Source: an optimization exercise on an open RTL-to-GDS flow (aim: small area, a short achievable clock period and few clock cycles per item). Production flows keep margins and buffers that such runs may drop.
In this exercise RTL edits were held to simulation tests only and were not proved equivalent to the original.
In every run shown here, the design's own scripts or RTL, not TritonCTS, make the clock network.
The clock port is modelled as an ideal driver, which makes a skipped or thinned clock tree look cheaper than it is; a real chip needs a root buffer or a tree.
Power figures rest on the tool's default switching activity, not on a simulated workload.

===== design/flow/flow/run.sh =====
#!/bin/bash
# Standard ORFS layout with these changes: the port buffers use a small buffer cell, and the
# clock tree is a two-level tree built by flow/cts_pre.tcl (ORFS's PRE_CTS_TCL hook) in place
# of TritonCTS. Each ORFS step's full log is in orfs/logs/...; make's output is in flow.log.
set -euo pipefail
export BUFFER_PORTS_ARGS="-buffer_cell sky130_fd_sc_hd__buf_1"
export PRE_CTS_TCL="$PWD/flow/cts_pre.tcl"
bash standard.sh > flow.log 2>&1

===== design/flow/flow/cts_pre.tcl =====
# Two-level clock tree, built in place of TritonCTS: the flip-flops are clustered by location
# (k-means), each cluster gets a leaf buffer at its centre; the leaf buffers are grouped the
# same way, and each group gets a root buffer at its centre, driven by the clock port.
proc my_two_level_cts {} {
  set block [ord::get_db_block]
  set db [ord::get_db]
  set leaf_master [$db findMaster $::my_cts_leaf]
  set root_master [$db findMaster sky130_fd_sc_hd__clkbuf_16]
  set clk_port [$block findBTerm $::my_cts_port]
  set clk_net [$clk_port getNet]
  set sinks {}
  set xs {}
  set ys {}
  foreach it [$clk_net getITerms] {
    set inst [$it getInst]
    set box [$inst getBBox]
    lappend sinks $it
    lappend xs [expr {([$box xMin] + [$box xMax]) / 2.0}]
    lappend ys [expr {([$box yMin] + [$box yMax]) / 2.0}]
  }
  set n [llength $sinks]
  set k [expr {int(ceil(double($n) / $::my_cts_size))}]
  # initial centres: sinks sorted by x then split into k groups, each group's mean
  set order [lsort -real -indices $xs]
  set cx {}
  set cy {}
  for {set c 0} {$c < $k} {incr c} {
    set lo [expr {$c * $n / $k}]
    set hi [expr {($c + 1) * $n / $k}]
    set sx 0.0; set sy 0.0
    for {set i $lo} {$i < $hi} {incr i} {
      set j [lindex $order $i]
      set sx [expr {$sx + [lindex $xs $j]}]
      set sy [expr {$sy + [lindex $ys $j]}]
    }
    lappend cx [expr {$sx / ($hi - $lo)}]
    lappend cy [expr {$sy / ($hi - $lo)}]
  }
  # k-means with a soft size limit: a sink goes to the nearest centre with room
  set cap [expr {int(ceil($n * 1.25 / $k))}]
  for {set iter 0} {$iter < 30} {incr iter} {
    set cnt [lrepeat $k 0]
    set assign {}
    for {set i 0} {$i < $n} {incr i} {
      set x [lindex $xs $i]; set y [lindex $ys $i]
      set ds {}
      for {set c 0} {$c < $k} {incr c} {
        lappend ds [expr {abs($x - [lindex $cx $c]) + abs($y - [lindex $cy $c])}]
      }
      set best -1
      foreach c [lsort -real -indices $ds] {
        if {[lindex $cnt $c] < $cap} { set best $c; break }
      }
      lset cnt $best [expr {[lindex $cnt $best] + 1}]
      lappend assign $best
    }
    set sx [lrepeat $k 0.0]; set sy [lrepeat $k 0.0]
    for {set i 0} {$i < $n} {incr i} {
      set c [lindex $assign $i]
      lset sx $c [expr {[lindex $sx $c] + [lindex $xs $i]}]
      lset sy $c [expr {[lindex $sy $c] + [lindex $ys $i]}]
    }
    for {set c 0} {$c < $k} {incr c} {
      if {[lindex $cnt $c] > 0} {
        lset cx $c [expr {[lindex $sx $c] / [lindex $cnt $c]}]
        lset cy $c [expr {[lindex $sy $c] / [lindex $cnt $c]}]
      }
    }
  }
  puts "my_cts: $n sinks in $k clusters of [lsort -integer $cnt]"
  # leaves grouped into r groups by k-means on their centres; one root buffer per group
  set r $::my_cts_roots
  set rorder [lsort -real -indices $cx]
  set rx {}; set ry {}
  for {set g 0} {$g < $r} {incr g} {
    set j [lindex $rorder [expr {int(($g + 0.5) * $k / $r)}]]
    lappend rx [lindex $cx $j]; lappend ry [lindex $cy $j]
  }
  for {set iter 0} {$iter < 30} {incr iter} {
    set rassign {}
    set gx [lrepeat $r 0.0]; set gy [lrepeat $r 0.0]; set gn [lrepeat $r 0]
    for {set c 0} {$c < $k} {incr c} {
      set ds {}
      for {set g 0} {$g < $r} {incr g} {
        lappend ds [expr {abs([lindex $cx $c] - [lindex $rx $g]) + abs([lindex $cy $c] - [lindex $ry $g])}]
      }
      set g [lindex [lsort -real -indices $ds] 0]
      lappend rassign $g
      lset gx $g [expr {[lindex $gx $g] + [lindex $cx $c]}]
      lset gy $g [expr {[lindex $gy $g] + [lindex $cy $c]}]
      lset gn $g [expr {[lindex $gn $g] + 1}]
    }
    for {set g 0} {$g < $r} {incr g} {
      if {[lindex $gn $g] > 0} {
        lset rx $g [expr {[lindex $gx $g] / [lindex $gn $g]}]
        lset ry $g [expr {[lindex $gy $g] / [lindex $gn $g]}]
      }
    }
  }
  puts "my_cts: leaves per root [lsort -integer $gn]"
  set root_nets {}
  set roots {}
  for {set g 0} {$g < $r} {incr g} {
    set root [odb::dbInst_create $block $root_master clkbuf_root_${g}_Clk]
    $root setLocation [expr {int([lindex $rx $g])}] [expr {int([lindex $ry $g])}]
    $root setPlacementStatus PLACED
    set root_net [odb::dbNet_create $block clknet_root_${g}_Clk]
    $root_net setSigType CLOCK
    [$root findITerm X] connect $root_net
    lappend root_nets $root_net
    lappend roots $root
  }
  set leaves {}
  for {set c 0} {$c < $k} {incr c} {
    set leaf [odb::dbInst_create $block $leaf_master clkbuf_leaf_${c}_Clk]
    $leaf setLocation [expr {int([lindex $cx $c])}] [expr {int([lindex $cy $c])}]
    $leaf setPlacementStatus PLACED
    set net [odb::dbNet_create $block clknet_leaf_${c}_Clk]
    $net setSigType CLOCK
    [$leaf findITerm X] connect $net
    [$leaf findITerm A] connect [lindex $root_nets [lindex $rassign $c]]
    lappend leaves $net
  }
  for {set i 0} {$i < $n} {incr i} {
    set it [lindex $sinks $i]
    $it disconnect
    $it connect [lindex $leaves [lindex $assign $i]]
  }
  foreach root $roots { [$root findITerm A] connect $clk_net }
  $clk_net setSigType CLOCK
}

# ORFS's cts.tcl sources this before its clock_tree_synthesis call: build the tree here and
# make that call do nothing. The rest of cts.tcl (legalisation, timing repair) then runs as usual.
set ::my_cts_leaf  sky130_fd_sc_hd__clkbuf_16
set ::my_cts_port  Clk
set ::my_cts_size  20
set ::my_cts_roots 4
my_two_level_cts
set_propagated_clock [all_clocks]
rename clock_tree_synthesis {}
proc clock_tree_synthesis {args} {
  puts "clock_tree_synthesis skipped: the clock tree was built by cts_pre.tcl"
}

===== design/flow/standard.sh =====
#!/bin/bash
# synth_recipe.tcl (not shown) runs the flow's synth.tcl, then flattens the netlist and writes it again
# the make line also repeats each setting of config.mk as NAME=value (left out here)
make -C /OpenROAD-flow-scripts/flow DESIGN_CONFIG=/design/flow/config.mk WORK_HOME=/design/flow/orfs CLKGATE_MAP_FILE= SYNTH_SCRIPT=/design/flow/synth_recipe.tcl "${@:-finish}"

===== design/flow/config.mk =====
export PLATFORM = sky130hd
export DESIGN_NAME = sha256_padder
export DESIGN_NICKNAME = sha256_padder
export VERILOG_FILES = /design/flow/design.v
export SDC_FILE = /design/flow/constraint.sdc
export NUM_CORES = 4
export LEC_CHECK = 0
export CAP_MARGIN = 20
export CORE_MARGIN = 2
export CORE_UTILIZATION = 50
export PLACE_DENSITY = 0.45
export SETUP_SLACK_MARGIN = 2.45
export SLEW_MARGIN = 20
export SYNTH_HIERARCHICAL = 1
export SYNTH_MINIMUM_KEEP_SIZE = 0

===== design/flow/constraint.sdc =====
create_clock -name core_clock -period 4.5 [get_ports {Clk}]
set_input_delay 0.9000 -clock core_clock [delete_from_list [all_inputs] [get_ports {Clk}]]
set_output_delay 0.9000 -clock core_clock [all_outputs]
set_load 0.01 [all_outputs]

===== design/flow/design.v =====
module sha256_padder #(
    parameter int LEN_W = 19
) (
    input  logic         Clk,
    input  logic         Reset,
    input  logic [7:0]   InData,
    input  logic         InValid,
    input  logic         InLast,
    output logic         InReady,
    output logic [511:0] Chunk,
    output logic         ChunkValid,
    output logic         ChunkLast,
    input  logic         ChunkReady
);
    localparam int WR     = 0;   
    localparam int TOX    = 1;   
    localparam int CMT    = 2;   
    localparam int PAD    = 3;   
    localparam int P2W    = 4;   
    localparam int PADFIT = 5;   
    function automatic logic [5:0] ctl(input logic iv, input logic cv, input logic pend2,
                                 input logic xv, input logic xl, input logic il,
                                 input logic [7:1] ht, input logic [7:1] lt);
        logic c0, c1, fits, r_free, cmt, wr, pad;
        c0         = ~ht[1] & ~lt[1];
        c1         = ~ht[1] & lt[1] & ~lt[2];
        fits       = ~c0 & ~ht[7];                 
        r_free     = ~cv & ~pend2;
        cmt        = xv & xl & r_free;
        wr         = iv & ~c1 & r_free;
        pad        = (wr & il) | cmt;
        ctl[WR]     = wr;
        ctl[TOX]    = iv & ~pend2 & c1 & (~xv | cmt);
        ctl[CMT]    = cmt;
        ctl[PAD]    = pad;
        ctl[P2W]    = pend2 & ~cv;
        ctl[PADFIT] = pad & fits;
    endfunction
    logic [511:0] r_q;           
    logic         cv_q, cv_d;    
    logic         cvo_q;         
    logic         cl_q, cl_d;    
    logic         iv_q, iv_d;    
    logic [7:0]   id_q, id_d;
    logic         il_q, il_d;
    logic         rdy_q, rdy_d;  
    logic         xv_q, xv_d;    
    logic [7:0]   xd_q;
    logic         xl_q, xl_d;
    logic         pend2_q, pend2_d;    
    logic         p2_80_q, p2_80_d;    
    logic [9:0]   hi_q, hi_d;
    logic [7:1]   ht_q, ht_d, lt_q, lt_d;
    logic [5:0]   ctl_q;         
    logic [8:0]   htc, ltc;      
    logic [2:0]   ch, cl;        
    logic         c0, c2;        
    logic         new_chunk, take, cnt_rst;
    logic [5:0]   ctl_d;
    logic [63:0]  lenbits;       
    logic [7:0]   ch1, cl1, ch_lt, cl_le;
    logic [63:0]  sel, above, nxt;    
    logic [63:0]  k, w, s;
    logic [511:0] r_d;
    assign InReady    = rdy_q;
    assign Chunk      = r_q;
    assign ChunkValid = cvo_q;
    assign ChunkLast  = cl_q;
    assign htc     = {1'b0, ht_q, 1'b1};
    assign ltc     = {1'b0, lt_q, 1'b1};
    assign ch      = {ht_q[4], (ht_q[2] & ~ht_q[4]) | ht_q[6],
                      (ht_q[1] & ~ht_q[2]) | (ht_q[3] & ~ht_q[4]) | (ht_q[5] & ~ht_q[6]) | ht_q[7]};
    assign cl      = {lt_q[4], (lt_q[2] & ~lt_q[4]) | lt_q[6],
                      (lt_q[1] & ~lt_q[2]) | (lt_q[3] & ~lt_q[4]) | (lt_q[5] & ~lt_q[6]) | lt_q[7]};
    assign c0      = ~ht_q[1] & ~lt_q[1];
    assign c2      = ~ht_q[1] & lt_q[2] & ~lt_q[3];
    assign lenbits = {45'b0, hi_q, ch, cl, 3'b000};
    always_comb begin
        for (int j = 0; j < 8; j++) begin
            ch1[j]   = htc[j] & ~htc[j + 1];
            cl1[j]   = ltc[j] & ~ltc[j + 1];
            ch_lt[j] = ~htc[j];
            cl_le[j] = ~ltc[j + 1];
        end
        for (int i = 0; i < 64; i++) begin
            sel[i]   = (i % 8 == 7) ? (ch1[(i / 8 + 1) % 8] & cl1[0]) : (ch1[i / 8] & cl1[i % 8 + 1]);
            nxt[i]   = (i > 0) ? (ch1[i / 8] & cl1[i % 8]) : 1'b0;
            above[i] = ~c0 & (ch_lt[i / 8] | (ch1[i / 8] & cl_le[i % 8]));
        end
    end
    always_comb begin
        w    = {64{ctl_q[WR]}} & sel;
        w[0] = (ctl_q[WR] & c2) | ctl_q[CMT];
        k    = ~(w | ({64{ctl_q[PAD]}} & above) | {64{ctl_q[P2W]}});
        s    = ({64{ctl_q[PAD]}} & nxt) | {63'b0, ctl_q[P2W] & p2_80_q};   
    end
    for (genvar i = 0; i < 56; i++) begin : g_lane
        for (genvar b = 0; b < 7; b++) begin : g_bit
            sha256_padder_cell u_cell (
                .q(r_q[511 - 8*i - 7 + b]), .k(k[i]), .w(w[i]),
                .d((i == 0) ? xd_q[b] : id_q[b]),
                .y(r_d[511 - 8*i - 7 + b])
            );
        end
        sha256_padder_cell7 u_cell7 (
            .q(r_q[511 - 8*i]), .k(k[i]), .w(w[i]), .d((i == 0) ? xd_q[7] : id_q[7]),
            .s(s[i]), .y(r_d[511 - 8*i])
        );
    end
    always_comb begin
        for (int i = 56; i < 64; i++) begin
            for (int b = 0; b < 8; b++) begin
                r_d[511 - 8*i - 7 + b] =
                    (r_q[511 - 8*i - 7 + b] & k[i]) |
                    (w[i] & id_q[b]) |
                    ((b == 7) ? s[i] : 1'b0) |
                    ((ctl_q[PADFIT] | ctl_q[P2W]) & lenbits[8*(63-i) + b]);
            end
        end
    end
    always_comb begin
        iv_d    = rdy_q ? InValid : iv_q;
        id_d    = rdy_q ? InData : id_q;
        il_d    = rdy_q ? InLast : il_q;
        xv_d    = ctl_q[TOX] | (xv_q & ~ctl_q[WR] & ~ctl_q[CMT]);
        xl_d    = ctl_q[TOX] ? il_q : xl_q;
        new_chunk = (ctl_q[WR] & (il_q | c0)) | ctl_q[CMT] | ctl_q[P2W];
        cv_d    = new_chunk | (cv_q & ~ChunkReady);
        cl_d    = new_chunk ? (ctl_q[P2W] | ctl_q[PADFIT]) : cl_q;
        pend2_d = ~ctl_q[P2W] & (pend2_q | (ctl_q[PAD] & ~ctl_q[PADFIT]));
        p2_80_d = (ctl_q[PAD] & ~ctl_q[PADFIT]) ? c0 : p2_80_q;
        take    = (ctl_q[TOX] | ctl_q[WR]) & ~il_q;
        cnt_rst = ctl_q[PADFIT] | ctl_q[P2W];
        hi_d    = hi_q;
        ht_d    = ht_q;
        lt_d    = lt_q;
        if (cnt_rst) begin
            hi_d = '0;
            ht_d = '0;
            lt_d = take ? 7'd3 : 7'd1;
        end else if (take) begin
            lt_d = lt_q[7] ? 7'd0 : {lt_q[6:1], 1'b1};
            if (lt_q[7]) begin
                ht_d = ht_q[7] ? 7'd0 : {ht_q[6:1], 1'b1};
                if (ht_q[7]) hi_d = hi_q + 10'd1;
            end
        end
        ctl_d = ctl(iv_d, cv_d, pend2_d, xv_d, xl_d, il_d, ht_d, lt_d);
        rdy_d = ~iv_d | ctl_d[TOX] | ctl_d[WR];
    end
    always_ff @(posedge Clk) begin
        r_q  <= r_d;
        id_q <= id_d;
        il_q <= il_d;
        if (ctl_q[TOX]) xd_q <= id_q;
        xl_q <= xl_d;
    end
    always_ff @(posedge Clk or negedge Reset) begin
        if (!Reset) begin
            cv_q    <= 1'b0;
            cvo_q   <= 1'b0;
            cl_q    <= 1'b0;
            iv_q    <= 1'b0;
            rdy_q   <= 1'b0;     
            xv_q    <= 1'b0;
            pend2_q <= 1'b0;
            p2_80_q <= 1'b0;
            hi_q    <= '0;
            ht_q    <= '0;
            lt_q    <= 7'd1;
            ctl_q   <= '0;
        end else begin
            cv_q    <= cv_d;
            cvo_q   <= new_chunk | (cvo_q & ~ChunkReady);
            cl_q    <= cl_d;
            iv_q    <= iv_d;
            rdy_q   <= rdy_d;
            xv_q    <= xv_d;
            pend2_q <= pend2_d;
            p2_80_q <= p2_80_d;
            hi_q    <= hi_d;
            ht_q    <= ht_d;
            lt_q    <= lt_d;
            ctl_q   <= ctl_d;
        end
    end
endmodule
module sha256_padder_cell (
    input  logic q,
    input  logic k,
    input  logic w,
    input  logic d,
    output logic y
);
    assign y = (q & k) | (w & d);
endmodule
module sha256_padder_cell7 (
    input  logic q,
    input  logic k,
    input  logic w,
    input  logic d,
    input  logic s,
    output logic y
);
    assign y = (q & k) | (w & d) | s;
endmodule

==> results.txt, run 1 <==
vias in the first global route = 15000
complex-gate fraction of the synthesized area = 28.8%
combinational power share = 24.5%
Synth Area in Simple Gates = 7.33%
Max-Cap Viols = 0
worst-margin pin slew = 1060 ps
first-pass GRT wire length = 99.5 mm
Mapped Cells = 1633
slowest CP cell = dfrtp_2
Worst EP arrival = 2350 ps
clock skew = 57.0 ps
vias per std cell = 6.15
Die Y = 200 microns
ys flop type = dfxtp_1
crit end category = flop
Reg clk slew, reported paths = 90 ps
fmax = 479 MHz
Site Rows = 71
Leakage = 0.00869 uW
Sw Pwr = 3780 uW
GRT Resource Usage Total = 32.7%
most frequent cells in the layout = 526 x buf_1, 514 x dfxtp_1, 439 x a22o_1
Worst setup startpoint = lt_q[3]
CP max FO = 10
grt total ovfl = 0
P_int = 7280 uW
R2R Setup Slk = 2410 ps
Seq/Total Area, Yosys = 61.0%
Slew HR = 29.0%
post-layout util = 61.3%
area leader, netlist = dfxtp_1
r2r startpoint = lt_q[3]
layout cell share with drive strength beyond 1 = 10.6%
Mapped Nets = 1647
Post-synth EDFFs = 16
HP Class = flop to flop
post-synthesis adder-cell area fraction = 0.0651%
pwr dens = 478 nW/um^2
r2r worst-path depth = 6
post-DR wirelength/cell = 26.1 microns
# setup viols final = 0
switch share = 34.1%
Routed WL = 69.7 mm
crit start category = flop
clock period minus worst slack = 2090 ps
placed insts = 2620
worst path bufs/invs = 1
Clock Power Share = 25.7%
hpwl dp = 48.1 mm
Final nets = 2178
Port Buffers = 527
Yosys cell types = 62
Iteration-0 DRC Markers = 1421
delay-heaviest family, CP = simple AND/OR/NAND/NOR gates
Synth top area share = 53.6%
clk latency of the worst-skew pair = 390 ps
RePlAce Congestion = 0.860
maximum resistive drop on vdd = 0.000523 V
Die W = 200 microns
CP max stage delay = 530 ps
CTS Hold Bufs = 0
largest net degree at the start of global routing = 65
Core Region = 37800 sq um
Die ar. = 40000 sq um
Final Non-Filler Cells = 2673
io pins = 528
DR pass1 iterations = 5
ANT cells = 0
Hold Crit Depth = 2
initial antenna violation count = 0
post-synthesis register bit count = 568
kind of critical path = flop to flop
ranking of synthesized cells by area = dfxtp_1 54%, a22o_1 20%, dfrtp_1 4.8%, a221o_1 3.1%, nor2_1 2.7%
setup TNS = 0 ps
Hold Path End = r_q[18]
Synth-to-Final Area Change = 20.4%
Antenna Violating Nets Remaining = 0
post-route setup slack = 2410 ps
commonest non-fill, non-tap cell in the layout = buf_1
DR vias = 16400
count of final hold-check violations = 0
Hold Path Origin = r_q[18]
initial cell density of the core = 50.9%
synthesized area = 19200 sq um
worst path required time = 4770 ps
period utilisation layout = 46.4%
Sequential Power Share = 49.8%
multiplexer share of the synthesized area = 0.397%
outcome = complete, no violations
overall power = 11100 uW
crit-path cells = nor2b_1 -> nand2_2 -> o21ai_0 -> a21oi_2 -> buf_4 -> a221o_1
Syn. warnings = 7
Post-synth ARST share = 6.69%
pre-CTS setup slack = 1520 ps
max-slew violations = 0
Synth Area per Inst = 11.8 sq um
main combinational cell family by area after synthesis = compound AO/OA/AOI/OAI gates
Synth Area in XOR/XNOR = 0.0912%
Worst R2R End = r_q[495]
drc violations = 0
RSZ-0062 raised after global routing = yes
==> state kept, by name, indices dropped and copies added (netlist names), 6 cells and up <==
name / cells
r_q: 512
hi_q: 10
id_q: 8
xd_q: 8
ht_q: 7
lt_q: 7
ctl_q: 6
==> routing by layer <==
layer  vias up  GRT usage, %  wire length (microns)
met5         -             0                      0
met4         0          8.89                   2170
met3       123          7.76                   6890
met2       807          52.8                  32000
met1      8168          44.1                  28700
li1       7331             -                      -
==> cells by family (layout without fill, tap and decap cells) <==
| logic type | after synthesis | count (layout) |
|---|---|---|
| AOI/OAI and AO/OA | 672 | 674 |
| buffers and inverters | 83 | 610 |
| and+or+nand+nor | 300 | 300 |
| muxes | 7 | 7 |
| xor gates and xnor gates | 2 | 2 |
| DFF | 568 | 568 |
| adders and majority gates | 1 | 1 |
==> modules after synthesis (local to each module, per instance) <==
module	area [sq um]	cells	copies in the design
sha256_padder_cell7	10.0	1	56
sha256_padder	15200	1185	1
sha256_padder_cell	8.76	1	392
==> what timing repair did <==
item                                    4_1_cts  5_1_grt
endpoints found under the setup margin      520      400
setup buffers                                 6       12
resized for setup                            97       67
gates cloned                                  2        0
pin swaps                                     2        6
==> worst reg2reg max path, delay by kind of cell, from the launching register on <==
| kind | cells | cell delay (ps) |
|---|---|---|
| AOI/OAI and AO/OA | 3 | 610 |
| buffers and inverters | 1 | 180 |
| DFF | 1 | 530 |
| and+or+nand+nor | 2 | 670 |
==> layout make-up <==
type	instances	area (sq um)
tap	511	639
timing repair buffer	566	2330
sequential	568	11800
multi-input combinational	984	7540
fill	3305	14600
inverter	11	46.3
buffer	33	826
==> how the worst max path moves through the flow <==
stage,to,slack (ps),cells past startpoint
floorplan,r_q[71],2550,7
global placement,r_q[391],1580,5
detailed placement,r_q[391],1520,5
CTS,r_q[391],2350,5
global route,r_q[471],2360,5
finish,r_q[495],2410,6
==> power groups by stage <==
stage	combinational [uW]	sequential [uW]	clock [uW]
final	2710	5510	2840
after floorplan	1350	5690	0
after CTS	2550	5500	2850
after detailed placement	2410	5610	0
after global placement	2400	5600	0
after global routing	2860	5540	3040
==> Yosys cell counts, types with 2 or more instances <==
cell type / number
a211oi_1: 2
nor2_2: 3
nor3_1: 9
a31oi_1: 2
dfxtp_1: 514
o221ai_1: 2
nand3b_1: 3
nand3_1: 13
nand4_1: 4
a22o_1: 439
a22oi_1: 5
nor2b_1: 7
and3b_1: 6
and2_4: 4
nand2b_1: 7
mux2_2: 5
buf_4: 5
o21a_1: 36
nor3b_1: 2
clkbuf_1: 34
and2_1: 6
and3_1: 6
buf_2: 13
o21bai_1: 2
dfrtp_1: 37
edfxtp_1: 16
nor3_4: 5
or3_1: 6
o21ai_0: 19
nand2_1: 77
inv_1: 10
a32oi_1: 7
xor2_1: 2
a21o_1: 2
a221o_1: 60
nor2_1: 136
buf_6: 12
buf_1: 7
mux2i_1: 2
a21oi_1: 84
==> stage by stage <==
stage / hold WS [ps] / cell area (sq um)
after global routing: 458 / 23100
final: 441 / 23100
after floorplan: 432 / 19200
after detailed placement: 432 / 21600
after global placement: 427 / 21600
after CTS: 443 / 22800
Testbench counts, summed over its fixed seeds: cycles 53,377, bytes 53,274.
==> run 2, diff against run 1 <==
--- a/design/flow/config.mk
+++ b/design/flow/config.mk
@@ -9,7 +9,7 @@
 export CORE_MARGIN = 2
 export CORE_UTILIZATION = 50
-export PLACE_DENSITY = 0.45
 export SETUP_SLACK_MARGIN = 2.45
 export SLEW_MARGIN = 20
 export SYNTH_HIERARCHICAL = 1
 export SYNTH_MINIMUM_KEEP_SIZE = 0
+export TNS_END_PERCENT = 30
==> run 2 against run 1 <==
Effect of this change: synthesized cell count is the same; design area shrank 0.88%; total power shrank 0.53%; largest power group unchanged.
==> results.txt, run 2 <==
Routed WL = 70.2 mm (+0.69%)
initial antenna violation count = 0 (unchanged)
ys flop type = dfxtp_1
max FFs per register = 512 (unchanged)
most common cell in the netlist = dfxtp_1
Synth-to-Final Area Change = 19.4%
period utilisation layout = 46.7% (+0.27 points)
Top reg by flops = r_q
Antenna Violating Nets Remaining = 0 (unchanged)
Iteration-0 DRC Markers = 1449 (+2.0%)
DR vias = 16200 (-1.4%)
Die W = 200 microns (unchanged)
Largest regs = r_q (512), hi_q (10)
Worst EP arrival = 2380 ps (+30 ps)
critical path depth = 4 (-2)
Synth Area per Inst = 11.8 sq um (unchanged)
Slew HR = 30.0% (+0.95 points)
crit-path cells = nor2b_1 -> nand2_2 -> nor2_1 -> a22o_1
Hold Crit Depth = 1 (-1)
Commonest cells post-synth = 514 x dfxtp_1, 439 x a22o_1, 136 x nor2_1
Synth Area in XOR/XNOR = 0.0912% (unchanged)
Final nets = 2170 (-0.37%)
multiplexer share of the synthesized area = 0.397% (unchanged)
Reg clk slew, reported paths = 80 ps (about the same)
Site Rows = 71 (unchanged)
Post-synth ARST share = 6.69% (unchanged)
overall power = 11000 uW (-0.53%)
clock period minus worst slack = 2100 ps (+12.1 ps)
crit end category = flop
outcome = complete, no violations
complex-gate fraction of the synthesized area = 28.8% (unchanged)
Max-Cap Viols = 0 (unchanged)
post-route setup slack = 2400 ps (-12.1 ps)
pwr dens = 480 nW/um^2 (+0.35%)
RSZ-0062 raised after global routing = yes
Post-synth EDFFs = 16 (unchanged)
DR pass1 iterations = 5 (unchanged)
grt total ovfl = 0 (unchanged)
worst path required time = 4780 ps (about the same)
Mapped Nets = 1647 (unchanged)
synthesized area = 19200 sq um (unchanged)
R2R Setup Slk = 2400 ps (about the same)
first-pass GRT wire length = 99.5 mm (about the same)
largest net degree at the start of global routing = 65 (unchanged)
# setup viols final = 0 (unchanged)
slowest CP cell = nor2_1
initial cell density of the core = 50.9% (unchanged)
post-synthesis register bit count = 568 (unchanged)
delay-heaviest family, CP = simple AND/OR/NAND/NOR gates
commonest non-fill, non-tap cell in the layout = buf_1
count of final hold-check violations = 0 (unchanged)
ranking of synthesized cells by area = dfxtp_1 54%, a22o_1 20%, dfrtp_1 4.8%, a221o_1 3.1%, nor2_1 2.7%
post-synthesis adder-cell area fraction = 0.0651% (unchanged)
vias in the first global route = 15000 (+0.087%)
io pins = 528 (unchanged)
crit start category = flop
Seq/Total Area, Yosys = 61.0% (unchanged)
worst-margin pin slew = 1050 ps (-14.2 ps)
layout cell share with drive strength beyond 1 = 9.24% (-1.4 points)
hpwl dp = 48.0 mm (-0.30%)
Core Region = 37800 sq um (unchanged)
main combinational cell family by area after synthesis = compound AO/OA/AOI/OAI gates
worst path bufs/invs = 0 (-1)
GRT Resource Usage Total = 33.0% (+0.27 points)
HP Class = flop to flop
drc violations = 0 (unchanged)
setup TNS = 0 ps (unchanged)
Port Buffers = 527 (unchanged)
CTS Hold Bufs = 0 (unchanged)
RePlAce Congestion = 0.862 (+0.21%)
max-slew violations = 0 (unchanged)
Synth Area in Simple Gates = 7.33% (unchanged)
Mapped Cells = 1633 (unchanged)
area leader, netlist = dfxtp_1
pre-CTS setup slack = 1570 ps (+52.8 ps)
Die ar. = 40000 sq um (unchanged)
most frequent cells in the layout = 526 x buf_1, 514 x dfxtp_1, 439 x a22o_1
Yosys cell types = 62 (unchanged)
clk latency of the worst-skew pair = 380 ps (about the same)
kind of critical path = flop to flop
fmax = 476 MHz (-0.58%)
clock skew = 45.4 ps (-11.6 ps)
maximum resistive drop on vdd = 0.000532 V (+1.6%)
Die Y = 200 microns (unchanged)
post-DR wirelength/cell = 26.3 microns (+0.99%)
Leakage = 0.00861 uW (-0.97%)
Synth top area share = 53.6% (unchanged)
CP max stage delay = 620 ps (+90 ps)
Syn. warnings = 7 (unchanged)
vias per std cell = 6.08 (-1.1%)
CP max FO = 11 (+1)
r2r worst-path depth = 4 (-2)
ANT cells = 0 (unchanged)
==> run 2: cell types whose count changed in the layout (fill, tap and decap cells not counted), sizes merged <==
cell  before  now
buf      565  557
==> run 2: final timing paths <==
path,start,end
min in group asynchronous,Reset,cl_q
hold reg to reg,xd_q[6],r_q[510]
hold / removal,xd_q[6],r_q[510]
setup reg to reg,lt_q[2],r_q[113]
max in group asynchronous,Reset,ht_q[1]
setup / recovery,lt_q[2],r_q[113]
==> run 2: through the flow <==
step	hold slack [ps]	area (sq um)	utilization, %	cells
2_1_floorplan	432	19200	-	1633
3_3_place_gp	426	21600	57.2	2619
3_5_place_dp	432	21600	57.2	2619
4_1_cts	446	22700	60.1	2655
5_1_grt	464	22900	60.7	2665
6_report	446	22900	60.7	2665
==> run 2: metal layers <==
| metal | up-vias | track usage [%] | wire length [microns] | part of all wire [%] |
|---|---|---|---|---|
| met5 | - | 0 | 0 | 0 |
| met1 | 8019 | 44.7 | 29300 | 42 |
| met4 | 0 | 10.5 | 2560 | 3.6 |
| met2 | 756 | 52.6 | 31800 | 45 |
| met3 | 121 | 7.33 | 6580 | 9.4 |
| li1 | 7308 | - | - | - |
==> run 2: timing repair <==
action                                  in CTS  in global routing
setup buffers                                1                 10
gates resized for setup                     91                 42
cloned                                       2                  0
endpoints found under the setup margin     536                435
pin swaps                                    1                  2
==> run 2: where the power goes <==
group / switching, uW / leakage, uW / internal (uW)
logic: 2020 / 0.00342 / 651
clock network: 1530 / 0.000407 / 1310
registers: 236 / 0.00478 / 5250
total: 3780 / 0.00861 / 7220
==> run 2: layout make-up <==
cell class | count | area (sq um)
buffer | 33 | 826
fill | 3280 | 14800
inverter | 11 | 46.3
multi-input combinational | 984 | 7420
sequential | 568 | 11800
tap | 511 | 639
timing repair buffer | 558 | 2240
==> run 2: modules after synthesis (local to each module, per instance) <==
module	cells inside	copies in the design	cell area, sq um	flops+latches
sha256_padder	1185	1	15200	568
sha256_padder_cell7	1	56	10.0	0
sha256_padder_cell	1	392	8.76	0
==> run 2: kinds of logic (layout without fill, tap and decap cells) <==
logic type	Yosys count	in the layout
AOI/OAI and AO/OA	672	674
xor gates and xnor gates	2	2
adders and majority gates	1	1
buffers and inverters	83	602
DFF	568	568
muxes	7	7
and+or+nand+nor	300	300
==> run 3, diff against run 2 <==
--- a/design/flow/config.mk
+++ b/design/flow/config.mk
@@ -9,5 +9,5 @@
 export CORE_MARGIN = 2
 export CORE_UTILIZATION = 50
-export SETUP_SLACK_MARGIN = 2.45
+export SETUP_SLACK_MARGIN = 2.55
 export SLEW_MARGIN = 20
 export SYNTH_HIERARCHICAL = 1
==> run 3 against run 2 <==
Effect of this change: still clean; register-to-register slack improved by 110 ps; flip-flop and latch count unchanged; hold slack got worse by 1.9 ps; die area unchanged; clock skew increased by 19 ps; first-iteration DRC count shrank 1.4%; total power grew 1.8%; final cell count grew 0.98%; utilization rose by 1.1 points; fmax up 5.8%; setup slack better by 110 ps; sequential share of layout area shrank 0.88 points.
==> results.txt, run 3 <==
outcome = complete, no violations
Final nets = 2196 (+1.2%)
RePlAce Congestion = 0.868 (+0.73%)
largest net degree at the start of global routing = 65 (unchanged)
worst path required time = 4770 ps (about the same)
DR vias = 16300 (+0.84%)
DR pass1 iterations = 5 (unchanged)
Post-synth ARST share = 6.69% (unchanged)
Iteration-0 DRC Markers = 1429 (-1.4%)
slowest CP cell = dfrtp_2
Synth Area per Inst = 11.8 sq um (unchanged)
clock skew = 64.3 ps (+18.9 ps)
max FFs per register = 512 (unchanged)
CP max FO = 10 (-1)
Antenna Violating Nets Remaining = 0 (unchanged)
maximum resistive drop on vdd = 0.000449 V (-16%)
first-pass GRT wire length = 99.8 mm (+0.33%)
post-synthesis register bit count = 568 (unchanged)
Reg clk slew, reported paths = 90 ps (about the same)
area leader, netlist = dfxtp_1
Mapped Cells = 1633 (unchanged)
Commonest cells post-synth = 514 x dfxtp_1, 439 x a22o_1, 136 x nor2_1
GRT Resource Usage Total = 32.9% (-0.065 points)
post-DR wirelength/cell = 26.0 microns (-1.2%)
Synth-to-Final Area Change = 21.5%
RSZ-0062 raised after global routing = yes
Yosys cell types = 62 (unchanged)
HP Class = flop to flop
period utilisation layout = 44.2% (-2.5 points)
Mapped Nets = 1647 (unchanged)
grt total ovfl = 0 (unchanged)
pwr dens = 480 nW/um^2 (about the same)
crit end category = flop
Site Rows = 71 (unchanged)
Fin Hold WS = 445 ps (-1.92 ps)
vias in the first global route = 15000 (+0.11%)
count of final hold-check violations = 0 (unchanged)
Post-synth EDFFs = 16 (unchanged)
Die Y = 200 microns (unchanged)
layout cell share with drive strength beyond 1 = 11.8% (+2.6 points)
Die ar. = 40000 sq um (unchanged)
CTS Hold Bufs = 0 (unchanged)
Leakage = 0.00881 uW (+2.4%)
drc violations = 0 (unchanged)
Die W = 200 microns (unchanged)
Synth top area share = 53.6% (unchanged)
initial cell density of the core = 50.9% (unchanged)
synthesized area = 19200 sq um (unchanged)
clk latency of the worst-skew pair = 390 ps (about the same)
worst-margin pin slew = 1020 ps (-26.6 ps)
ys flop type = dfxtp_1
Max-Cap Viols = 0 (unchanged)
kind of critical path = flop to flop
fmax = 503 MHz (+5.8%)
max-slew violations = 0 (unchanged)
hpwl dp = 48.2 mm (+0.54%)
commonest non-fill, non-tap cell in the layout = buf_1
vias per std cell = 6.07 (-0.13%)
Syn. warnings = 7 (unchanged)
Port Buffers = 527 (unchanged)
Core Region = 37800 sq um (unchanged)
Routed WL = 70.0 mm (-0.24%)
clock period minus worst slack = 1990 ps (-114 ps)
crit start category = flop
Largest regs = r_q (512), hi_q (10)
setup TNS = 0 ps (unchanged)
CP max stage delay = 520 ps (-100 ps)
Worst EP arrival = 2260 ps (-120 ps)
most frequent cells in the layout = 526 x buf_1, 514 x dfxtp_1, 439 x a22o_1
Slew HR = 31.8% (+1.8 points)
crit-path cells = nor2b_2 -> nand2_2 -> o21ai_0 -> a21oi_4 -> a221o_1
Top reg by flops = r_q
io pins = 528 (unchanged)
initial antenna violation count = 0 (unchanged)
ranking of synthesized cells by area = dfxtp_1 54%, a22o_1 20%, dfrtp_1 4.8%, a221o_1 3.1%, nor2_1 2.7%
most common cell in the netlist = dfxtp_1
# setup viols final = 0 (unchanged)
ANT cells = 0 (unchanged)
Seq/Total Area, Yosys = 61.0% (unchanged)
[run 3: where the power goes]
part           internal (uW)  switching (uW)  leakage, uW
clock                   1310            1520     0.000407
sequential              5260             241      0.00478
combinational            815            2050      0.00363
total                   7380            3810      0.00881
[run 3: metal layers]
layer  global-route usage, %  wire length, microns
met1                    44.2                 28900
met2                    54.4                 33000
met3                    6.08                  5900
met4                    9.49                  2220
met5                       0                     0
[run 3: kinds of logic after synthesis]
family | synth area share (%)
compound gates | 28.8
mux | 0.397
flops | 61.0
fa+ha+maj | 0.0651
buf+inv | 2.28
simple gates | 7.33
xor+xnor | 0.0912
[run 3: area by class of cell]
cell class / count / area [sq um]
plain buffers: 33 / 826
fillers: 3273 / 14400
inverters: 11 / 46.3
multi-input cells: 984 / 7580
flip-flops and latches: 568 / 11800
well taps: 511 / 639
repair buffers: 584 / 2490
[run 3: per-module statistics from Yosys (local to each module, per instance)]
module,cell area [sq um],cells,flip-flops and latches,copies in the design
sha256_padder_cell7,10.0,1,0,56
sha256_padder,15200,1185,568,1
sha256_padder_cell,8.76,1,0,392
[run 3: worst paths after layout]
kind | from | endpoint | slack [ps] | cells past startpoint
max reg2reg | lt_q[3] | r_q[495] | 2510 | 5
max in group asynchronous | Reset | ctl_q[3] | 3140 | 1
min | xd_q[3] | r_q[507] | 440 | 1
max | lt_q[3] | r_q[495] | 2510 | 5
min in group asynchronous | Reset | lt_q[2] | 680 | 1
min reg2reg | xd_q[3] | r_q[507] | 440 | 1
[run 3: through the flow]
step	worst slack (ps)	area [sq um]	power, uW	utilization (%)	instances
3_5_place_dp	1540	21600	8030	57.2	2619
6_report	2510	23300	11200	61.8	2691
3_3_place_gp	1660	21600	8010	57.2	2619
5_1_grt	2450	23300	11600	61.8	2691
2_1_floorplan	2560	19200	7040	-	1633
4_1_cts	2390	22900	10900	60.6	2660
[run 3: timing repair]
item	in CTS	in global routing
pin swaps	2	11
gates cloned	2	0
gates resized for setup	126	60
endpoints found under the setup margin	539	431
endpoints found under the hold margin	0	0
setup buffers	6	31
[run 3: worst max-delay path: cells and delay by family, from the launching register on]
family / cells / cell delay (ps)
flops: 1 / 520
simple gates: 2 / 580
compound gates: 3 / 780
==> run 4, diff against run 3 <==
--- a/design/flow/config.mk
+++ b/design/flow/config.mk
@@ -9,5 +9,5 @@
 export CORE_MARGIN = 2
 export CORE_UTILIZATION = 50
-export SETUP_SLACK_MARGIN = 2.55
+export SETUP_SLACK_MARGIN = 2.65
 export SLEW_MARGIN = 20
 export SYNTH_HIERARCHICAL = 1
==> run 4 against run 3 <==
Effect of this change: register-to-register slack improved by 20 ps; hold slack improved by 1.4 ps; routed wire length decreased by 0.19%; fmax increased by 0.96%; via count increased by 0.92%; final cell count increased by 1.1%; total power increased by 3.7%; synthesized cell count unchanged; flip-flop and latch count unchanged; first-iteration DRC count increased by 1.6%; design area increased by 2.8%; largest cell class unchanged; critical path depth unchanged.
==> results.txt, run 4 <==
outcome = complete, no violations
Mapped Nets = 1647 (unchanged)
most common cell in the netlist = dfxtp_1
io pins = 528 (unchanged)
pwr dens = 484 nW/um^2 (+0.89%)
Die ar. = 40000 sq um (unchanged)
combinational power share = 28.8% (+3.2 points)
R2R Setup Slk = 2530 ps (+20 ps)
crit end category = flop
ys flop type = dfxtp_1
Die W = 200 microns (unchanged)
Fin Hold WS = 446 ps (+1.45 ps)
worst-margin pin slew = 1140 ps (+117 ps)
CTS Hold Bufs = 0 (unchanged)
Clock Power Share = 24.5% (-0.8 points)
GRT Resource Usage Total = 32.7% (-0.21 points)
pre-CTS setup slack = 1470 ps (-67.7 ps)
layout cell share with drive strength beyond 1 = 13.9% (+2.2 points)
Largest regs = r_q (512), hi_q (10)
RePlAce Congestion = 0.851 (-2.0%)
Post-synth EDFFs = 16 (unchanged)
vias in the first global route = 15100 (+0.77%)
commonest non-fill, non-tap cell in the layout = buf_1
post-route setup slack = 2530 ps (+18.9 ps)
max FFs per register = 512 (unchanged)
drc violations = 0 (unchanged)
initial antenna violation count = 0 (unchanged)
Die Y = 200 microns (unchanged)
r2r worst-path depth = 5 (unchanged)
Synth-to-Final Area Change = 24.9%
clock skew = 32.2 ps (-32.1 ps)
Antenna Violating Nets Remaining = 0 (unchanged)
Reg clk slew, reported paths = 90 ps (about the same)
kind of critical path = flop to flop
fmax = 508 MHz (+0.96%)
largest net degree at the start of global routing = 65 (unchanged)
Worst EP arrival = 2280 ps (+20 ps)
Post-synth ARST share = 6.69% (unchanged)
Slew HR = 24.0% (-7.8 points)
Final nets = 2225 (+1.3%)
post-DR wirelength/cell = 25.7 microns (-1.3%)
Commonest cells post-synth = 514 x dfxtp_1, 439 x a22o_1, 136 x nor2_1
RSZ-0062 raised after global routing = yes
Max-Cap Viols = 0 (unchanged)
hpwl dp = 47.4 mm (-1.6%)
DR pass1 iterations = 6 (+1)
ranking of synthesized cells by area = dfxtp_1 54%, a22o_1 20%, dfrtp_1 4.8%, a221o_1 3.1%, nor2_1 2.7%
Site Rows = 71 (unchanged)
# setup viols final = 0 (unchanged)
Synth Area per Inst = 11.8 sq um (unchanged)
Routed WL = 69.9 mm (-0.19%)
maximum resistive drop on vdd = 0.000499 V (+11%)
Synth top area share = 53.6% (unchanged)
Top reg by flops = r_q
Port Buffers = 527 (unchanged)
CP max FO = 11 (+1)
Seq/Total Area, Yosys = 61.0% (unchanged)
period utilisation layout = 43.7% (-0.42 points)
Iteration-0 DRC Markers = 1452 (+1.6%)
clk latency of the worst-skew pair = 370 ps (-20 ps)
HP Class = flop to flop
placed insts = 2618 (-0.038%)
P_int = 7700 uW (+4.3%)
Sequential Power Share = 46.7% (-2.4 points)
initial cell density of the core = 50.9% (unchanged)
Worst R2R End = r_q[39]
clock period minus worst slack = 1970 ps (-18.9 ps)
ANT cells = 0 (unchanged)
synthesized area = 19200 sq um (unchanged)
max-slew violations = 0 (unchanged)
most frequent cells in the layout = 524 x buf_1, 514 x dfxtp_1, 439 x a22o_1
Mapped Cells = 1633 (unchanged)
Syn. warnings = 7 (unchanged)
grt total ovfl = 0 (unchanged)
area leader, netlist = dfxtp_1
vias per std cell = 6.06 (-0.15%)
post-synthesis register bit count = 568 (unchanged)
count of final hold-check violations = 0 (unchanged)
Worst setup startpoint = ht_q[1]
setup TNS = 0 ps (unchanged)
Sw Pwr = 3910 uW (+2.6%)
number of fill cells = 3206 (-2.0%)
Yosys cell types = 62 (unchanged)
worst path required time = 4810 ps (+40 ps)
Critical Path Sink = r_q[39]
first-pass GRT wire length = 99.4 mm (-0.47%)
Final Non-Filler Cells = 2720 (+1.1%)
switch share = 33.7% (-0.38 points)
DR vias = 16500 (+0.92%)
Leakage = 0.00913 uW (+3.6%)
r2r startpoint = ht_q[1]
Core Region = 37800 sq um (unchanged)
crit start category = flop
-- run 4: changes by cell type in the layout (fill, tap and decap cells not counted), moves of 3 or more --
cell     delta
a21oi_2     +8
nor2_2      -6
o21a_1      -9
nand2_4     +3
o21a_4      +9
a21oi_1     -7
nor2_4      +5
buf_12     +21
buf_4      +11
-- run 4: worst max-delay path: stages (launching register included) --
cell and delay (ps):
dfrtp_4 580, buf_4 180, o21ai_4 400, a21oi_1 160, nor3_4 370, a22o_1 220
-- run 4: power by group through the flow --
| stage | Clock, uW | Sequential, uW | Combinational, uW |
|---|---|---|---|
| floorplan | 0 | 5690 | 1360 |
| global placement | 0 | 5560 | 2430 |
| detailed placement | 0 | 5570 | 2440 |
| CTS | 2880 | 5450 | 2690 |
| global route | 3050 | 5450 | 3500 |
| finish | 2840 | 5430 | 3340 |
-- run 4: metal layers --
metal  vias to the layer above  track usage, %  share of wire [%]
met5                         -               0                  0
met4                         0            10.5                3.7
met3                       143            6.82                8.6
met2                       708            53.3                 46
met1                      8223            43.6                 41
li1                       7417               -                  -
-- run 4: kinds of logic (layout without fill, tap and decap cells) --
logic type	Yosys count	in the layout	synth area share, %
adder cells (fa/ha/maj)	1	1	0.0651
AO/OA/AOI/OAI	672	674	28.8
XOR/XNOR	2	2	0.0912
multiplexers	7	7	0.397
AND/OR/NAND/NOR	300	300	7.33
flip-flops	568	568	61.0
buffers and inverters	83	657	2.28
-- run 4: layout make-up --
class	count	area, sq um	share of cell area, %
buffer	33	826	3.44
inverter	11	46.3	0.193
multi-input combinational	984	7770	32.4
sequential	568	11800	49.0
tap	511	639	2.66
timing repair buffer	613	2960	12.3
-- run 4: timing repair --
action	in CTS	in global routing
gates resized for setup	161	67
buffers inserted	22	45
cloned	2	0
endpoints found under the setup margin	568	570
pin swaps	9	30
-- run 4: worst min path at each step --
stage / startpoint / end / slack, ps / depth (start not counted)
after floorplan: xd_q[0] / r_q[504] / 430 / 1
after global placement: r_q[12] / r_q[12] / 430 / 2
after detailed placement: r_q[13] / r_q[13] / 430 / 2
after CTS: r_q[13] / r_q[13] / 440 / 2
after global routing: r_q[11] / r_q[11] / 450 / 2
final: r_q[18] / r_q[18] / 450 / 2
-- run 4: through the flow --
step / util (%) / total power [uW] / area [sq um]
2_1_floorplan: - / 7050 / 19200
3_3_place_gp: 57.2 / 8000 / 21600
3_5_place_dp: 57.2 / 8010 / 21600
4_1_cts: 61.4 / 11000 / 23200
5_1_grt: 63.6 / 12000 / 24000
6_report: 63.6 / 11600 / 24000
-- run 4: per-module statistics from Yosys, one instance, submodules excluded --
module / times used / cells / cell area (sq um) / flops+latches
sha256_padder_cell7: 56 / 1 / 10.0 / 0
sha256_padder: 1 / 1185 / 15200 / 568
sha256_padder_cell: 392 / 1 / 8.76 / 0
==> run 5, diff against run 4 <==
--- a/design/flow/config.mk
+++ b/design/flow/config.mk
@@ -9,7 +9,7 @@
 export CORE_MARGIN = 2
 export CORE_UTILIZATION = 50
-export SETUP_SLACK_MARGIN = 2.65
+export SETUP_SLACK_MARGIN = 2.6
 export SLEW_MARGIN = 20
 export SYNTH_HIERARCHICAL = 1
 export SYNTH_MINIMUM_KEEP_SIZE = 0
-export TNS_END_PERCENT = 30
+export TNS_END_PERCENT = 3
==> run 5 against run 4 <==
Effect of this change: design area decreased by 3.6%; utilization is 2.3 points lower; register-to-register slack about the same; sequential power up 1%; critical path type unchanged; routed wire length down 0.19%; total power shrank 4.2%; via count is 0.70% lower; still clean on timing, DRC and antenna; die area unchanged; critical path depth down 1; sequential share of layout area grew 1.8 points.
==> results.txt, run 5 <==
hpwl dp = 48.2 mm (+1.7%)
Clock Power Share = 25.6% (+1.1 points)
Commonest cells post-synth = 514 x dfxtp_1, 439 x a22o_1, 136 x nor2_1
Synth Area in XOR/XNOR = 0.0912% (unchanged)
Mapped Cells = 1633 (unchanged)
max-slew violations = 0 (unchanged)
Seq/Total Area, Yosys = 61.0% (unchanged)
maximum resistive drop on vdd = 0.000488 V (-2.1%)
Mapped Nets = 1647 (unchanged)
clock period minus worst slack = 1970 ps (+6.16 ps)
Reg clk slew, reported paths = 80 ps (about the same)
grt total ovfl = 0 (unchanged)
Sequential Power Share = 49.5% (+2.8 points)
Max-Cap Viols = 0 (unchanged)
ANT cells = 0 (unchanged)
met3 Usage GRT = 5.81% (-1.0 points)
first-pass GRT wire length = 99.9 mm (+0.54%)
GR Layer Usage met1 = 44.4% (+0.83 points)
GR Util met2 = 54.4% (+1.1 points)
fmax = 507 MHz (-0.31%)
area leader, netlist = dfxtp_1
RSZ-0062 raised after global routing = yes
ys flop type = dfxtp_1
P_int = 7310 uW (-5.2%)
Post-synth EDFFs = 16 (unchanged)
layout cell share with drive strength beyond 1 = 10.4% (-3.6 points)
clk latency of the worst-skew pair = 390 ps (+20 ps)
GRT Resource Usage Total = 32.9% (+0.25 points)
CP max FO = 20 (+9)
kind of critical path = flop to flop
count of final hold-check violations = 0 (unchanged)
Top reg by flops = r_q
post-synthesis register bit count = 568 (unchanged)
Syn. warnings = 7 (unchanged)
Die Y = 200 microns (unchanged)
Synth top area share = 53.6% (unchanged)
Largest regs = r_q (512), hi_q (10)
HP Class = flop to flop
Synth Area per Inst = 11.8 sq um (unchanged)
vias in the first global route = 15100 (-0.55%)
Die ar. = 40000 sq um (unchanged)
synthesized area = 19200 sq um (unchanged)
Yosys cell types = 62 (unchanged)
worst path required time = 4770 ps (-40 ps)
period utilisation layout = 43.9% (+0.14 points)
Leakage = 0.00872 uW (-4.5%)
setup TNS = 0 ps (unchanged)
DR vias = 16400 (-0.70%)
initial antenna violation count = 0 (unchanged)
Synth-to-Final Area Change = 20.4%
crit end category = flop
RePlAce Congestion = 0.868 (+2.0%)
outcome = complete, no violations
worst-margin pin slew = 991 ps (-149 ps)
switch share = 34.3% (+0.64 points)
Routed WL = 69.8 mm (-0.19%)
drc violations = 0 (unchanged)
Iteration-0 DRC Markers = 1398 (-3.7%)
crit start category = flop
Die W = 200 microns (unchanged)
combinational power share = 24.9% (-3.9 points)
Port Buffers = 527 (unchanged)
R2R Setup Slk = 2530 ps (about the same)
placed insts = 2619 (+0.038%)
max FFs per register = 512 (unchanged)
DR pass1 iterations = 5 (-1)
Synth Area in Simple Gates = 7.33% (unchanged)
number of fill cells = 3291 (+2.7%)
Final Non-Filler Cells = 2670 (-1.8%)
Post-synth ARST share = 6.69% (unchanged)
Final nets = 2175 (-2.2%)
vias per std cell = 6.13 (+1.2%)
Antenna Violating Nets Remaining = 0 (unchanged)
main combinational cell family by area after synthesis = compound AO/OA/AOI/OAI gates
Sw Pwr = 3810 uW (-2.4%)
# setup viols final = 0 (unchanged)
largest net degree at the start of global routing = 65 (unchanged)
io pins = 528 (unchanged)
post-synthesis adder-cell area fraction = 0.0651% (unchanged)
gr busiest metal = met2
post-DR wirelength/cell = 26.1 microns (+1.7%)
complex-gate fraction of the synthesized area = 28.8% (unchanged)
multiplexer share of the synthesized area = 0.397% (unchanged)
most common cell in the netlist = dfxtp_1
most frequent cells in the layout = 526 x buf_1, 514 x dfxtp_1, 439 x a22o_1
Site Rows = 71 (unchanged)
Worst EP arrival = 2240 ps (-40 ps)
initial cell density of the core = 50.9% (unchanged)
Core Region = 37800 sq um (unchanged)
clock skew = 63.7 ps (+31.5 ps)
pwr dens = 481 nW/um^2 (-0.65%)
commonest non-fill, non-tap cell in the layout = buf_1
overall power = 11100 uW (-4.2%)
Slew HR = 33.9% (+10 points)
ranking of synthesized cells by area = dfxtp_1 54%, a22o_1 20%, dfrtp_1 4.8%, a221o_1 3.1%, nor2_1 2.7%
run 5: layer usage:
metal | part of all wire, % | wire length, microns
met1 | 41 | 28900
met2 | 47 | 32700
met3 | 8.5 | 5910
met4 | 3.2 | 2260
met5 | 0 | 0
run 5: worst paths after layout:
kind | startpoint | end | depth (start not counted)
max | ctl_q[0] | r_q[111] | 4
min | xd_q[3] | r_q[507] | 1
max reg2reg | ctl_q[0] | r_q[111] | 4
min reg2reg | xd_q[3] | r_q[507] | 1
max in group asynchronous | Reset | ctl_q[3] | 1
min in group asynchronous | Reset | lt_q[5] | 1
run 5: power groups by stage:
stage	Clock, uW	Combinational [uW]	Sequential (uW)
floorplan	0	1350	5690
detailed placement	0	2430	5600
CTS	2870	2590	5500
global route	3070	2900	5540
finish	2840	2770	5510
global placement	0	2410	5600
run 5: logic make-up (layout without fill, tap and decap cells):
kind of cell,count (synthesis),after routing
AOI/OAI and AO/OA,672,674
xor gates and xnor gates,2,2
adders and majority gates,1,1
buffers and inverters,83,607
DFF,568,568
muxes,7,7
and+or+nand+nor,300,300
run 5: what timing repair did:
action                                  4_1_cts  5_1_grt
gates resized for setup                     129       46
endpoints found under the setup margin      547      508
cloned                                        2        0
hold buffers                                  0        0
pin swaps                                     4        6
buffers inserted                              8        8
run 5: layout make-up:
type | instances | area (sq um) | area share [%]
sequential | 568 | 11800 | 50.8
multi-input combinational | 984 | 7580 | 32.7
timing repair buffer | 563 | 2290 | 9.90
buffer | 33 | 826 | 3.57
tap | 511 | 639 | 2.76
inverter | 11 | 46.3 | 0.200
run 5: modules after synthesis (local to each module, per instance):
module | cells | flops+latches
sha256_padder_cell7 | 1 | 0
sha256_padder_cell | 1 | 0
sha256_padder | 1185 | 568
run 5: stage by stage:
step                utilization (%)  hold slack [ps]  instance area (sq um)  setup slack [ps]
floorplan                         -              432                  19200              2560
global placement               57.2              427                  21600              1660
detailed placement             57.2              430                  21600              1540
CTS                            60.7              446                  22900              2500
global route                   61.3              452                  23100              2460
finish                         61.3              444                  23100              2530
run 5: critical path, cell delays in order (launching register included):
cell and delay (ps):
dfrtp_4 650, and3b_1 450, a21oi_1 130, o21a_1 310, a221o_1 350
==> run 6, diff against run 5 <==
--- a/design/flow/config.mk
+++ b/design/flow/config.mk
@@ -13,3 +13,3 @@
 export SYNTH_HIERARCHICAL = 1
 export SYNTH_MINIMUM_KEEP_SIZE = 0
-export TNS_END_PERCENT = 3
+export TNS_END_PERCENT = 10
==> run 6 against run 5 <==
Effect of this change: combinational power increased by 2%; total power increased by 0.46%; critical path type unchanged; flip-flop and latch count did not move; die area unchanged; still clean on timing, DRC and antenna; synthesized cell count is the same.
==> results.txt, run 6 <==
worst path required time = 4790 ps (+20 ps)
maximum resistive drop on vdd = 0.000484 V (-0.81%)
drc violations = 0 (unchanged)
vias in the first global route = 15100 (-0.053%)
Top reg by flops = r_q
hpwl dp = 48.2 mm (unchanged)
Fin Hold WS = 444 ps (-0.100 ps)
Yosys cell types = 62 (unchanged)
max-slew violations = 0 (unchanged)
slowest CP cell = dfstp_4
Antenna Violating Nets Remaining = 0 (unchanged)
Syn. warnings = 7 (unchanged)
ranking of synthesized cells by area = dfxtp_1 54%, a22o_1 20%, dfrtp_1 4.8%, a221o_1 3.1%, nor2_1 2.7%
most frequent cells in the layout = 526 x buf_1, 514 x dfxtp_1, 439 x a22o_1
Reg clk slew, reported paths = 80 ps (about the same)
period utilisation layout = 44.3% (+0.42 points)
first-pass GRT wire length = 99.9 mm (unchanged)
Mapped Cells = 1633 (unchanged)
max FFs per register = 512 (unchanged)
synthesized area = 19200 sq um (unchanged)
post-layout util = 61.6% (+0.29 points)
Core Region = 37800 sq um (unchanged)
grt total ovfl = 0 (unchanged)
fmax = 502 MHz (-0.95%)
initial antenna violation count = 0 (unchanged)
largest net degree at the start of global routing = 65 (unchanged)
Mapped Nets = 1647 (unchanged)
Routed WL = 69.9 mm (+0.12%)
Slew HR = 34.2% (+0.26 points)
most common cell in the netlist = dfxtp_1
initial cell density of the core = 50.9% (unchanged)
Iteration-0 DRC Markers = 1359 (-2.8%)
Synth Area per Inst = 11.8 sq um (unchanged)
Port Buffers = 527 (unchanged)
Die ar. = 40000 sq um (unchanged)
Synth-to-Final Area Change = 21.0%
Die Y = 200 microns (unchanged)
Synth top area share = 53.6% (unchanged)
Max-Cap Viols = 0 (unchanged)
Post-synth ARST share = 6.69% (unchanged)
Largest regs = r_q (512), hi_q (10)
crit start category = flop
Seq/Total Area, Yosys = 61.0% (unchanged)
post-DR wirelength/cell = 26.1 microns (-0.25%)
Site Rows = 71 (unchanged)
clock skew = 63.9 ps (+0.198 ps)
Post-synth EDFFs = 16 (unchanged)
clk latency of the worst-skew pair = 390 ps (about the same)
layout cell share with drive strength beyond 1 = 11.0% (+0.60 points)
Final nets = 2185 (+0.46%)
setup TNS = 0 ps (unchanged)
crit end category = flop
kind of critical path = flop to flop
area leader, netlist = dfxtp_1
Worst EP arrival = 2280 ps (+40 ps)
count of final hold-check violations = 0 (unchanged)
GRT Resource Usage Total = 32.9% (about the same)
commonest non-fill, non-tap cell in the layout = buf_1
number of fill cells = 3289 (-0.061%)
CP max FO = 13 (-35%)
RePlAce Congestion = 0.868 (unchanged)
clock period minus worst slack = 1990 ps (+18.9 ps)
crit-path cells = buf_4 -> o21ai_4 -> a21oi_1 -> nor3_4 -> a22o_1
ys flop type = dfxtp_1
HP Class = flop to flop
Leakage = 0.00877 uW (+0.64%)
DR vias = 16400 (-0.12%)
Die W = 200 microns (unchanged)
CP max stage delay = 540 ps (-110 ps)
R2R Setup Slk = 2510 ps (-20 ps)
Commonest cells post-synth = 514 x dfxtp_1, 439 x a22o_1, 136 x nor2_1
io pins = 528 (unchanged)
ANT cells = 0 (unchanged)
post-synthesis register bit count = 568 (unchanged)
RSZ-0062 raised after global routing = yes
# setup viols final = 0 (unchanged)
outcome = complete, no violations
pwr dens = 481 nW/um^2 (about the same)
worst-margin pin slew = 987 ps (-3.93 ps)
DR pass1 iterations = 5 (unchanged)
vias per std cell = 6.10 (-0.49%)
-- run 6: cell counts after synthesis --
No cell type changed its count.
-- run 6: worst max-delay path, delay by kind of cell (launching register included) --
kind,cells,cell delay [ps]
AOI/OAI and AO/OA,3,830
buffers and inverters,1,180
DFF,1,540
and+or+nand+nor,1,410
-- run 6: cells by family (layout without fill, tap and decap cells) --
kind of cell	after synthesis	count (layout)	synth area share, %
flops	568	568	61.0
buf+inv	83	617	2.28
compound gates	672	674	28.8
xor+xnor	2	2	0.0912
mux	7	7	0.397
fa+ha+maj	1	1	0.0651
simple gates	300	300	7.33
-- run 6: worst paths after layout --
| check | start | end | cells past startpoint |
|---|---|---|---|
| min in group asynchronous | Reset | lt_q[5] | 1 |
| worst min register to register | r_q[16] | r_q[16] | 2 |
| max in group asynchronous | Reset | ctl_q[3] | 1 |
| worst max register to register | lt_q[1] | r_q[47] | 5 |
| worst max-delay path | lt_q[1] | r_q[47] | 5 |
| worst min-delay path | r_q[16] | r_q[16] | 2 |
-- run 6: final cells by class --
class	count	area, sq um	area share [%]
Sequential cell	568	11800	50.6
Timing Repair Buffer	573	2370	10.2
Tap cell	511	639	2.75
Buffer	33	826	3.55
Inverter	11	46.3	0.199
Multi-Input combinational cell	984	7600	32.7
-- run 6: per-layer routing --
metal	up-vias	global-route usage [%]	routed length (microns)
met3	116	5.80	6140
met4	0	9.38	2370
met5	-	0	0
li1	7355	-	-
met2	758	54.6	32800
met1	8128	44.4	28600
-- run 6: modules after synthesis, one instance, submodules excluded --
module / times used / flops+latches / cells / area, sq um
sha256_padder_cell: 392 / 0 / 1 / 8.76
sha256_padder_cell7: 56 / 0 / 1 / 10.0
sha256_padder: 1 / 568 / 1185 / 15200
-- run 6: stage by stage --
step	cells	setup slack [ps]	instance area [sq um]	total power [uW]
2_1_floorplan	1633	2560	19200	7040
3_3_place_gp	2619	1660	21600	8010
3_5_place_dp	2619	1540	21600	8030
4_1_cts	2664	2500	22900	11000
5_1_grt	2680	2470	23200	11600
6_report	2680	2510	23200	11200
-- run 6: timing repair --
item	4_1_cts	5_1_grt
buffers inserted	10	16
pin swaps	5	7
gates cloned	2	0
hold buffers	0	0
hold endpoints to repair	0	0
resized for setup	136	52
endpoints found under the setup margin	547	477
-- run 6: power breakdown --
part,switching [uW],internal (uW),total (uW)
Clock,1530,1310,2840
Sequential,253,5260,5510
Combinational,2040,783,2820
Total,3820,7350,11200
==> run 7, diff against run 6 <==
--- a/design/flow/config.mk
+++ b/design/flow/config.mk
@@ -9,4 +9,5 @@
 export CORE_MARGIN = 2
 export CORE_UTILIZATION = 50
+export PLACE_DENSITY = 0.65
 export SETUP_SLACK_MARGIN = 2.6
 export SLEW_MARGIN = 20
==> run 7 against run 6 <==
Effect of this change: final cell count up 0.45%; via count down 0.13%; critical path type unchanged; die area unchanged; clock skew down 19 ps; hold slack better by 6.3 ps.
==> results.txt, run 7 <==
count of final hold-check violations = 0 (unchanged)
Commonest cells post-synth = 514 x dfxtp_1, 439 x a22o_1, 136 x nor2_1
Synth top area share = 53.6% (unchanged)
clk latency of the worst-skew pair = 370 ps (-20 ps)
largest net degree at the start of global routing = 65 (unchanged)
DR vias = 16300 (-0.13%)
Routed WL = 69.6 mm (-0.37%)
HP Class = flop to flop
most frequent cells in the layout = 526 x buf_1, 514 x dfxtp_1, 439 x a22o_1
fmax = 477 MHz (-4.9%)
Synth-to-Final Area Change = 21.2%
Synth Area per Inst = 11.8 sq um (unchanged)
Worst EP arrival = 2330 ps (+50 ps)
Clock Power Share = 25.4% (about the same)
post-synthesis register bit count = 568 (unchanged)
ranking of synthesized cells by area = dfxtp_1 54%, a22o_1 20%, dfrtp_1 4.8%, a221o_1 3.1%, nor2_1 2.7%
combinational power share = 25.6% (+0.3 points)
Max-Cap Viols = 0 (unchanged)
Core Region = 37800 sq um (unchanged)
commonest non-fill, non-tap cell in the layout = buf_1
RePlAce Congestion = 0.848 (-2.3%)
Final nets = 2197 (+0.55%)
clock period minus worst slack = 2090 ps (+102 ps)
Die Y = 200 microns (unchanged)
pwr dens = 478 nW/um^2 (-0.50%)
Seq/Total Area, Yosys = 61.0% (unchanged)
P_int = 7350 uW (about the same)
area leader, netlist = dfxtp_1
crit start category = flop
Final Non-Filler Cells = 2692 (+0.45%)
maximum resistive drop on vdd = 0.000450 V (-7.0%)
vias per std cell = 6.07 (-0.58%)
Multi-input gate area = 7510 sq um (-1.2%)
max FFs per register = 512 (unchanged)
most common cell in the netlist = dfxtp_1
Iteration-0 DRC Markers = 1281 (-5.7%)
number of fill cells = 3225 (-1.9%)
clock skew = 45.2 ps (-18.7 ps)
CP max FO = 10 (-3)
period utilisation layout = 46.5% (+2.3 points)
Port Buffers = 527 (unchanged)
Largest regs = r_q (512), hi_q (10)
first-pass GRT wire length = 98.9 mm (-1.0%)
CTS Hold Bufs = 0 (unchanged)
setup TNS = 0 ps (unchanged)
io pins = 528 (unchanged)
crit end category = flop
placed insts = 2622 (+0.11%)
storage element area = 11700 sq um (-0.11%)
Slew HR = 28.0% (-6.2 points)
initial antenna violation count = 0 (unchanged)
Post-synth EDFFs = 16 (unchanged)
Mapped Cells = 1633 (unchanged)
worst path required time = 4740 ps (-50 ps)
switch share = 34.0% (-0.18 points)
Reg clk slew, reported paths = 90 ps (about the same)
DR pass1 iterations = 5 (unchanged)
Post-synth ARST share = 6.69% (unchanged)
Yosys cell types = 62 (unchanged)
Leakage = 0.00884 uW (+0.70%)
kind of critical path = flop to flop
ANT cells = 0 (unchanged)
Mapped Nets = 1647 (unchanged)
RSZ-0062 raised after global routing = yes
max-slew violations = 0 (unchanged)
Die ar. = 40000 sq um (unchanged)
hpwl dp = 46.8 mm (-3.1%)
vias in the first global route = 15100 (+0.21%)
initial cell density of the core = 50.9% (unchanged)
synthesized area = 19200 sq um (unchanged)
layout cell share with drive strength beyond 1 = 9.86% (-1.1 points)
post-DR wirelength/cell = 25.9 microns (-0.82%)
ys flop type = dfxtp_1
worst-margin pin slew = 1080 ps (+93.1 ps)
grt total ovfl = 0 (unchanged)
Antenna Violating Nets Remaining = 0 (unchanged)
post-layout util = 61.7% (+0.096 points)
Top reg by flops = r_q
drc violations = 0 (unchanged)
GRT Resource Usage Total = 32.5% (-0.42 points)
outcome = complete, no violations
Die W = 200 microns (unchanged)
Sw Pwr = 3790 uW (-0.86%)
Syn. warnings = 7 (unchanged)
# setup viols final = 0 (unchanged)
Sequential Power Share = 49.0% (-0.3 points)
Site Rows = 71 (unchanged)
run 7: cell counts after synthesis:
No cell type changed its count.
run 7: what timing repair did:
item / in CTS / in global routing
pin swaps: 3 / 12
cloned: 1 / 0
resized for setup: 102 / 44
endpoints found under the setup margin: 545 / 531
setup buffers: 13 / 23
hold endpoints to repair: 0 / 0
run 7: cells by family after synthesis:
kind of cell / synth area share, %
and+or+nand+nor: 7.33
xor gates and xnor gates: 0.0912
muxes: 0.397
adders and majority gates: 0.0651
buffers and inverters: 2.28
DFF: 61.0
AOI/OAI and AO/OA: 28.8
run 7: critical path, cell delays in order (launching register included):
cell and delay [ps]:
dfrtp_2 540, nor2b_1 340, nand2_2 320, o21ai_0 270
a21oi_4 190, a221o_1 340
run 7: power by group through the flow:
stage | clock network [uW] | registers [uW] | logic (uW)
floorplan | 0 | 5690 | 1350
global route | 3050 | 5480 | 3010
detailed placement | 0 | 5560 | 2450
CTS | 2850 | 5450 | 2660
finish | 2830 | 5450 | 2850
global placement | 0 | 5550 | 2430
run 7: metal layers:
| layer | up-vias | track usage (%) | part of all wire [%] |
|---|---|---|---|
| met5 | - | 0 | 0 |
| met4 | 0 | 10.8 | 3.9 |
| met3 | 142 | 6.52 | 8.9 |
| met2 | 763 | 52.9 | 46 |
| met1 | 8062 | 43.5 | 41 |
| li1 | 7368 | - | - |
run 7: modules after synthesis (local to each module, per instance):
| module | cell area [sq um] | cells | times used | flops+latches |
|---|---|---|---|---|
| sha256_padder_cell | 8.76 | 1 | 392 | 0 |
| sha256_padder | 15200 | 1185 | 1 | 568 |
| sha256_padder_cell7 | 10.0 | 1 | 56 | 0 |
run 7: final cells by class:
| type | count | area share, % |
|---|---|---|
| sequential | 568 | 50.5 |
| buffer | 33 | 3.55 |
| inverter | 11 | 0.183 |
| tap | 511 | 2.75 |
| timing repair buffer | 586 | 10.8 |
| multi-input combinational | 983 | 32.3 |
run 7: worst paths after layout:
check / startpoint / to / slack [ps] / cells after the start
max: lt_q[3] / r_q[495] / 2410 / 5
min: r_q[14] / r_q[14] / 450 / 2
max reg2reg: lt_q[3] / r_q[495] / 2410 / 5
min reg2reg: r_q[14] / r_q[14] / 450 / 2
max in group asynchronous: Reset / ctl_q[4] / 3140 / 1
min in group asynchronous: Reset / cvo_q / 680 / 1
run 7: stage by stage:
step	hold slack [ps]	total power, uW	worst slack [ps]	instance area [sq um]
CTS	442	11000	2440	22900
global route	463	11500	2360	23300
detailed placement	431	8010	1520	21600
floorplan	432	7040	2560	19200
finish	450	11100	2410	23300
global placement	426	7980	1580	21600

## separate check: timing with driven ports
In the flow no input, the clock included, has a driving cell. The finished layouts below were timed again as built, in two steps.
Step 1 assumes that a clkbuf_16 drives the clock port and a buf_2 every other input.
Step 2 adds t to the input delays and takes it off the output delays; t is the mean of the earliest and latest rising clock arrival at the registers after step 1. Input paths then give back, and output paths get back, about the clock's delay inside the block.
Slacks: ideal / step 1 / step 2; pairs: ideal / step 1.
| run | t, ns | setup slack, ns | worst data-port slew with drivers (ns) | cell pins on the clock port's net |
|---|---|---|---|---|
| run 1 | 0.490 | 2.411 / 2.411 / 2.411 | 0.05 | 4 |
| run 2 | 0.489 | 2.399 / 2.269 / 2.399 | 0.04 | 4 |
| run 3 | 0.474 | 2.513 / 2.449 / 2.513 | 0.03 | 4 |
| run 4 | 0.479 | 2.532 / 2.434 / 2.532 | 0.04 | 4 |
| run 5 | 0.472 | 2.526 / 2.446 / 2.526 | 0.03 | 4 |
| run 6 | 0.472 | 2.507 / 2.442 / 2.507 | 0.03 | 4 |
| run 7 | 0.473 | 2.405 / 2.405 / 2.405 | 0.03 | 4 |
After both steps setup and hold are still met in every run listed.
